From an optimization exercise on the open Yosys and OpenROAD flow, aimed at small area; shortcuts taken in it are not production practice.
Function was checked by simulation only, so behaviour that the tests miss may differ from the original.

## design/flow/config.mk

```make
export PLATFORM = sky130hd
export DESIGN_NAME = fpu_seq
export DESIGN_NICKNAME = fpu_seq
export VERILOG_FILES = /design/flow/design.v
export SDC_FILE = /design/flow/constraint.sdc
export NUM_CORES = 4
export LEC_CHECK = 0
export CAP_MARGIN = 20
export CORE_MARGIN = 2
export CORE_UTILIZATION = 40
export SLEW_MARGIN = 20
```

## design/flow/constraint.sdc

```tcl
create_clock -name core_clock -period 11.0 [get_ports {clk}]
set_input_delay 2.2000 -clock core_clock [delete_from_list [all_inputs] [get_ports {clk}]]
set_output_delay 2.2000 -clock core_clock [all_outputs]
set_load 0.01 [all_outputs]
```

## design/flow/design.v

```verilog
package fpu_pkg;
  typedef enum logic [2:0] {
    IDLE,
    UNPACK,
    ALIGN,
    EXEC,
    NORM,
    PACK,
    DONE
  } state_t;
  localparam logic [1:0] OP_NONE = 2'b00;
  localparam logic [1:0] OP_FADD = 2'b01;
  localparam logic [1:0] OP_FMUL = 2'b10;
  localparam logic [1:0] OP_RSVD = 2'b11;
  localparam int          BIAS    = 127;
  localparam logic [31:0] QNAN    = 32'h7FC0_0000;
  localparam logic [7:0]  INF_EXP = 8'hFF;
  function automatic logic [3:0] makeFlags(input logic [31:0] res, input logic ovf);
    makeFlags = {res[31], (res[30:0] == 31'd0), 1'b0, ovf};
  endfunction
endpackage
module fpu_lzc (
  input  logic [47:0] i_value,
  output logic [5:0]  o_count
);
  always_comb begin
    o_count = 6'd48;
    for (int i = 0; i < 48; i++) begin
      if (i_value[i]) o_count = 6'(47 - i);
    end
  end
endmodule
module fpu_seq (
  input  logic        clk,
  input  logic        reset,
  input  logic        Start,
  input  logic [1:0]  FPUOp,
  input  logic [31:0] SrcA,
  input  logic [31:0] SrcB,
  output logic [31:0] Result,
  output logic        Done,
  output logic        Busy,
  output logic [3:0]  FPUFlags
);
  fpu_pkg::state_t r_state;
  fpu_pkg::state_t w_nextState;
  logic [1:0]         r_op;
  logic [31:0]        r_srcA;
  logic [31:0]        r_srcB;
  logic               r_signA;
  logic               r_signB;
  logic [7:0]         r_expA;
  logic [7:0]         r_expB;
  logic [24:0]        r_manA;
  logic [24:0]        r_manB;
  logic               r_special;
  logic               r_sign;
  logic signed [11:0] r_exp;
  logic [47:0]        r_mant;
  logic [31:0]        r_result;
  logic [3:0]         r_flags;
  logic               w_accept;
  logic [7:0]         w_expA;
  logic [7:0]         w_expB;
  logic               w_aGeB;
  logic [7:0]         w_diff;
  logic [24:0]        w_small;
  logic [24:0]        w_aligned;
  logic [25:0]        w_sumMag;
  logic               w_sumSign;
  logic [47:0]        w_product;
  logic signed [11:0] w_mulExp;
  logic [5:0]         w_lz;
  logic [5:0]         w_lzm1;
  logic [47:0]        w_normMant;
  logic signed [11:0] w_normExp;
  logic [31:0]        w_packResult;
  logic               w_packOvf;
  assign w_accept = (r_state == fpu_pkg::IDLE) && Start && (FPUOp != fpu_pkg::OP_NONE);
  assign Result   = r_result;
  assign FPUFlags = r_flags;
  assign Done     = (r_state == fpu_pkg::DONE);
  assign Busy     = (r_state != fpu_pkg::IDLE);
  always_ff @(posedge clk) begin
    if (!reset) r_state <= fpu_pkg::IDLE;
    else        r_state <= w_nextState;
  end
  always_comb begin
    w_nextState = r_state;
    case (r_state)
      fpu_pkg::IDLE:    if (w_accept) w_nextState = (FPUOp == fpu_pkg::OP_RSVD) ? fpu_pkg::DONE : fpu_pkg::UNPACK;
      fpu_pkg::UNPACK:  w_nextState = (r_op == fpu_pkg::OP_FADD) ? fpu_pkg::ALIGN : fpu_pkg::EXEC;
      fpu_pkg::ALIGN:   w_nextState = fpu_pkg::EXEC;
      fpu_pkg::EXEC:    w_nextState = fpu_pkg::NORM;
      fpu_pkg::NORM:    w_nextState = fpu_pkg::PACK;
      fpu_pkg::PACK:    w_nextState = fpu_pkg::DONE;
      fpu_pkg::DONE:    w_nextState = fpu_pkg::IDLE;
      default: w_nextState = fpu_pkg::IDLE;
    endcase
  end
  assign w_expA = r_srcA[30:23];
  assign w_expB = r_srcB[30:23];
  assign w_aGeB    = (r_expA >= r_expB);
  assign w_diff    = w_aGeB ? (r_expA - r_expB) : (r_expB - r_expA);
  assign w_small   = w_aGeB ? r_manB : r_manA;
  assign w_aligned = (w_diff >= 8'd26) ? 25'd0 : (w_small >> w_diff);
  always_comb begin
    w_sumMag  = 26'd0;
    w_sumSign = r_signA;
    if (r_signA == r_signB) begin
      w_sumMag = {1'b0, r_manA} + {1'b0, r_manB};
    end else if (r_manA >= r_manB) begin
      w_sumMag = {1'b0, r_manA} - {1'b0, r_manB};
    end else begin
      w_sumMag  = {1'b0, r_manB} - {1'b0, r_manA};
      w_sumSign = r_signB;
    end
  end
  assign w_product = {24'd0, r_manA[24:1]} * {24'd0, r_manB[24:1]};
  assign w_mulExp  = $signed({4'd0, r_expA}) + $signed({4'd0, r_expB}) - $signed(12'(fpu_pkg::BIAS));
  fpu_lzc u_lzc (
    .i_value (r_mant),
    .o_count (w_lz)
  );
  assign w_lzm1 = w_lz - 6'd1;
  always_comb begin
    w_normMant = r_mant;
    w_normExp  = r_exp;
    if (r_mant[47]) begin
      w_normMant = r_mant >> 1;
      w_normExp  = r_exp + 12'sd1;
    end else if (r_mant != 48'd0) begin
      w_normMant = r_mant << w_lzm1;
      w_normExp  = r_exp - $signed({6'd0, w_lzm1});
    end
  end
  always_comb begin
    w_packResult = 32'd0;
    w_packOvf    = 1'b0;
    if (r_special) begin
      w_packResult = fpu_pkg::QNAN;
      w_packOvf    = 1'b1;
    end else if (r_mant == 48'd0) begin
      w_packResult = 32'd0;
    end else if (r_exp >= 12'sd255) begin
      w_packResult = {r_sign, fpu_pkg::INF_EXP, 23'd0};
      w_packOvf    = 1'b1;
    end else if (r_exp <= 12'sd0) begin
      w_packResult = 32'd0;
    end else begin
      w_packResult = {r_sign, r_exp[7:0], r_mant[45:23]};
    end
  end
  always_ff @(posedge clk) begin
    if (!reset) begin
      r_op      <= fpu_pkg::OP_NONE;
      r_srcA    <= 32'd0;
      r_srcB    <= 32'd0;
      r_signA   <= 1'b0;
      r_signB   <= 1'b0;
      r_expA    <= 8'd0;
      r_expB    <= 8'd0;
      r_manA    <= 25'd0;
      r_manB    <= 25'd0;
      r_special <= 1'b0;
      r_sign    <= 1'b0;
      r_exp     <= 12'sd0;
      r_mant    <= 48'd0;
      r_result  <= 32'd0;
      r_flags   <= 4'd0;
    end else begin
      case (r_state)
        fpu_pkg::IDLE: begin
          if (w_accept) begin
            r_op   <= FPUOp;
            r_srcA <= SrcA;
            r_srcB <= SrcB;
            if (FPUOp == fpu_pkg::OP_RSVD) begin
              r_result <= fpu_pkg::QNAN;
              r_flags  <= fpu_pkg::makeFlags(fpu_pkg::QNAN, 1'b1);
            end
          end
        end
        fpu_pkg::UNPACK: begin
          r_signA   <= r_srcA[31];
          r_signB   <= r_srcB[31];
          r_expA    <= w_expA;
          r_expB    <= w_expB;
          r_manA    <= (w_expA == 8'd0) ? 25'd0 : {1'b1, r_srcA[22:0], 1'b0};
          r_manB    <= (w_expB == 8'd0) ? 25'd0 : {1'b1, r_srcB[22:0], 1'b0};
          r_special <= (w_expA == fpu_pkg::INF_EXP) || (w_expB == fpu_pkg::INF_EXP);
        end
        fpu_pkg::ALIGN: begin
          r_manB <= w_aligned;
          if (w_aGeB) begin
            r_exp <= $signed({4'd0, r_expA});
          end else begin
            r_exp   <= $signed({4'd0, r_expB});
            r_manA  <= r_manB;
            r_signA <= r_signB;
            r_signB <= r_signA;
          end
        end
        fpu_pkg::EXEC: begin
          if (r_op == fpu_pkg::OP_FADD) begin
            r_mant <= {w_sumMag, 22'd0};
            r_sign <= w_sumSign;
          end else begin
            r_mant <= w_product;
            r_exp  <= w_mulExp;
            r_sign <= r_signA ^ r_signB;
          end
        end
        fpu_pkg::NORM: begin
          r_mant <= w_normMant;
          r_exp  <= w_normExp;
        end
        fpu_pkg::PACK: begin
          r_result <= w_packResult;
          r_flags  <= fpu_pkg::makeFlags(w_packResult, w_packOvf);
        end
        default: ;
      endcase
    end
  end
endmodule
```

## design/flow/run.sh

```bash
#!/bin/bash
# synth_recipe.tcl (not shown) runs the flow's synth.tcl, then flattens the netlist and writes it again
# the make line also repeats each setting of config.mk as NAME=value (left out here)
make -C /OpenROAD-flow-scripts/flow DESIGN_CONFIG=/design/flow/config.mk WORK_HOME=/design/flow/orfs CLKGATE_MAP_FILE= SYNTH_SCRIPT=/design/flow/synth_recipe.tcl finish
```

==> summary.md <==
| Metric | Value |
|---|---|
| Final Setup Violations | `0` |
| # IOs | `107` |
| Setup Skew | `0.02755 ns` |
| Synth area leaders | `fa_1, dfxtp_1, ha_1, nand2_1, inv_1` |
| Net count after synthesis | `5,759` |
| Post-cts gate resize count | `0` |
| Clock Sinks | `233` |
| Unique masters post-synth | `92` |
| Synthesized area per cell | `7.911 um2` |
| RSZ-0062 raised after global routing | `no` |
| CP Cell Sequence | `inv_1, nor2_1, fa_1, fa_1, fa_1, fa_1, fa_1, inv_1, fa_1, inv_1, fa_1, ha_1, a21o_1, a2111o_1, a311oi_1, a2111oi_1, o41ai_1, buf_4, a21oi_1, a21boi_1, a21oi_1, or4_1, a21oi_1, o31ai_1` |
| Post-Route Setup TNS | `0 ns` |
| GR Overflow Total | `0` |
| HP Start | `r_srcB[0]$_SDFFE_PN0P_` |
| Cell mode on critical path | `fa_1` |
| Fmax | `0.1082 GHz` |
| Worst hold slack | `0.4500 ns` |
| Worst Hold Class | `register to register` |
| Core Util, Final | `43.52%` |
| Post-Route WL | `154,300 um` |
| Cell row count | `114` |
| Status | `timing/DRC/antenna clean` |
| WS Path Type | `register to register` |
| Final Cycle Share | `84.05%` |
| Max Cap Viol | `0` |
| DRC viols | `0` |
| H-tree levels | `1` |
| Dpl hpwl | `118,300 um` |
| Placer Congestion | `0.9858` |
| Top cell family by delay on the critical path | `adder cells` |
| Post-synth EDFFs | `0` |
| Fin cells | `6,090` |
| Worst Tran Pin Value | `1.164 ns` |
| Inst Count DP | `6,034` |
| Crit-path slowest cell | `dfxtp_1` |
| All-Layer GR Usage | `31.07%` |
| Die width | `315.6 um` |
| Bufs and invs on worst path | `4` |
| Via count | `36,580` |
| Biggest area consumer among synthesized cells | `fa_1` |
| Primary FF master, synth | `dfxtp_1` |
| Port bufs | `105` |
| Share of cells above drive strength 1 | `6.151%` |
| First-pass GRT wire length | `234,300 um` |
| Worst path arrival time | `9.74 ns` |
| CTS tree | `yes` |
| Worst Path Required | `11.49 ns` |
| Warnings, synthesis | `2` |
| Critical Path Source | `r_manA[17]$_SDFFE_PN0P_` |
| Starting Density | `40.27%` |
| Worst rel slew slack | `22.40%` |
| Max stage delay on crit path | `0.96 ns` |
| Nets | `5,639` |
| CP max FO | `16` |
| Via density | `6.006` |
| Antenna violations before repair | `1` |
| DR WL/cell | `25.34 um` |
| Clock Pin Slew Worst Setup and Hold Paths | `0.07 ns` |
| Synth top area share | `25.21%` |
| Fin crit period | `9.245 ns` |
| Ys async rst share | `0%` |
| Drt pass-1 iters | `6` |
| Post-Synthesis Cells | `4,909` |
| Count leader, synth | `nand2_1` |
| Final hold vios | `0` |
| Worst setup SP type | `register` |
| Flops & latches, synth | `233` |
| DIE HEIGHT | `315.6 um` |
| Clock root buffer | `clkbuf_16` |
| Total CTS buffers | `29` |
| # Post-CTS Setup Buffers | `0` |
| Mapped cell area | `38,830 um2` |
| CTS Hold Bufs | `0` |
| Core ar. | `96,420 um2` |
| Clock Path Buffers | `3` |
| Crit Reg-Reg Startpoint | `r_manA[17]$_SDFFE_PN0P_` |
| Endpoint class of the critical path | `register` |
| Detail Route Antenna Nets | `0` |
| Pin count of the biggest net entering global routing | `67` |
| Vias in the first global route | `36,420` |
| Die area | `99,590 um2` |
| Post-synth top cells | `nand2_1, inv_1, fa_1, nor2_1, a21oi_1` |
| Clock latency on the worst-skew pair | `0.61 ns` |
| Final Max Tran Viols | `0` |
| 1st-iter DRT viols | `3,712` |
| Synth-to-layout area growth | `8.055%` |
| Sequential-to-total area share from yosys stat | `12.01%` |
## metal layers
metal | global-route usage [%] | share of wire, % | up-vias
li1 | - | - | 16230
met1 | 41.25 | 41 | 18160
met2 | 49.78 | 45 | 1830
met3 | 5.844 | 9.2 | 363
met4 | 12.86 | 5.0 | 2
met5 | 0 | 0.0065 | -
## through the flow
step	setup slack, ns	cell area, um2
floorplan	3.247	38830
global placement	1.726	40980
detailed placement	1.648	40990
CTS	1.618	41950
global route	1.485	41960
finish	1.755	41960
## placed cells by master (no fill, tap or decap), types with 18 or more instances in the layout
cell type	instances
nand2_1	760
inv_1	625
fa_1	489
nor2_1	432
a21oi_1	347
ha_1	290
dfxtp_1	229
o21ai_0	198
buf_4	109
clkdlybuf4s50_1	104
mux2i_1	101
a211oi_1	87
nand3_1	73
xnor2_1	67
nor3_1	66
a22oi_1	57
a21o_1	54
mux4_2	54
a31oi_1	35
a221oi_1	33
o211ai_1	31
clkbuf_16	29
o22ai_1	28
o221ai_1	25
nor4_1	24
nand4_1	23
o21bai_1	23
nor2b_1	22
and3_1	21
mux2_2	20
o31ai_1	18
## kinds of logic (layout without fill, tap and decap cells)
group,Yosys count,count (layout),share of synthesized area [%]
buffers and inverters,1001,904,9.869
AO/OA/AOI/OAI,1110,1110,18.60
flip-flops,233,233,12.01
XOR/XNOR,85,85,1.917
multiplexers,178,178,6.438
AND/OR/NAND/NOR,1520,1520,16.54
adder cells (fa/ha/maj),781,781,34.62
other,1,3,0.009657
## final timing paths
check                                  to  slack, ns  cells after the start
hold reg to reg    r_srcB[0]$_SDFFE_PN0P_       0.45                      2
hold / removal     r_srcB[0]$_SDFFE_PN0P_       0.45                      2
setup / recovery  r_mant[46]$_SDFFE_PN0P_       1.75                     24
setup reg to reg  r_mant[46]$_SDFFE_PN0P_       1.75                     24
## flip-flops by register name (all words and copies together), names as in the netlist
| signal | cells |
|---|---|
| r_special | 1 |
| r_srcA | 32 |
| r_signB | 1 |
| r_state | 3 |
| r_flags | 3 |
| r_exp | 12 |
| r_mant | 48 |
| r_signA | 1 |
| r_sign | 1 |
| r_manB | 25 |
| r_expA | 8 |
| r_op | 2 |
| r_srcB | 32 |
| r_expB | 8 |
| r_result | 31 |
| r_manA | 25 |
## layout make-up
class                      instances  area [um2]
inverter                         636        2390
sequential                       233        4669
fill                            9910       54460
clock buffer                      31       733.2
tap                             1276        1597
multi-input combinational       3675       30470
antenna                            2       5.005
timing repair buffer             214        1864
clock inverter                    23       230.2
## tightest hold or removal path: cells and delay by family, from the launching register on
kind	cells	cell delay, ns
and+or+nand+nor	1	0.05
DFF	1	0.30
AOI/OAI and AO/OA	1	0.05

afterwards: timing with drivers on the ports:
How much do the figures lean on ideal ports? The routed layout below was timed once more, with nothing changed but the port constraints. Step 1 (the two cells are an assumption about what drives the block):
set clk [get_ports {clk}]
set_driving_cell -lib_cell sky130_fd_sc_hd__clkbuf_16 $clk
set_driving_cell -lib_cell sky130_fd_sc_hd__buf_2 [delete_from_list [all_inputs] $clk]
Step 2 moves the port delays by t, midway between the first and last clock arrival at a register: inputs arrive t later, outputs are due t later. That takes back most of the time a late clock gives input paths. a / b / c = ideal ports / drivers / drivers and shift; a / b = the first two.
t (ns): 0.659
setup slack, ns: 1.755 / 1.755 / 1.755
pins driven straight from the clock port: 1
After both steps this run still meets setup and hold. The setup slack of this run moves by 0.000 ns with the drivers and by 0.000 ns with both steps.
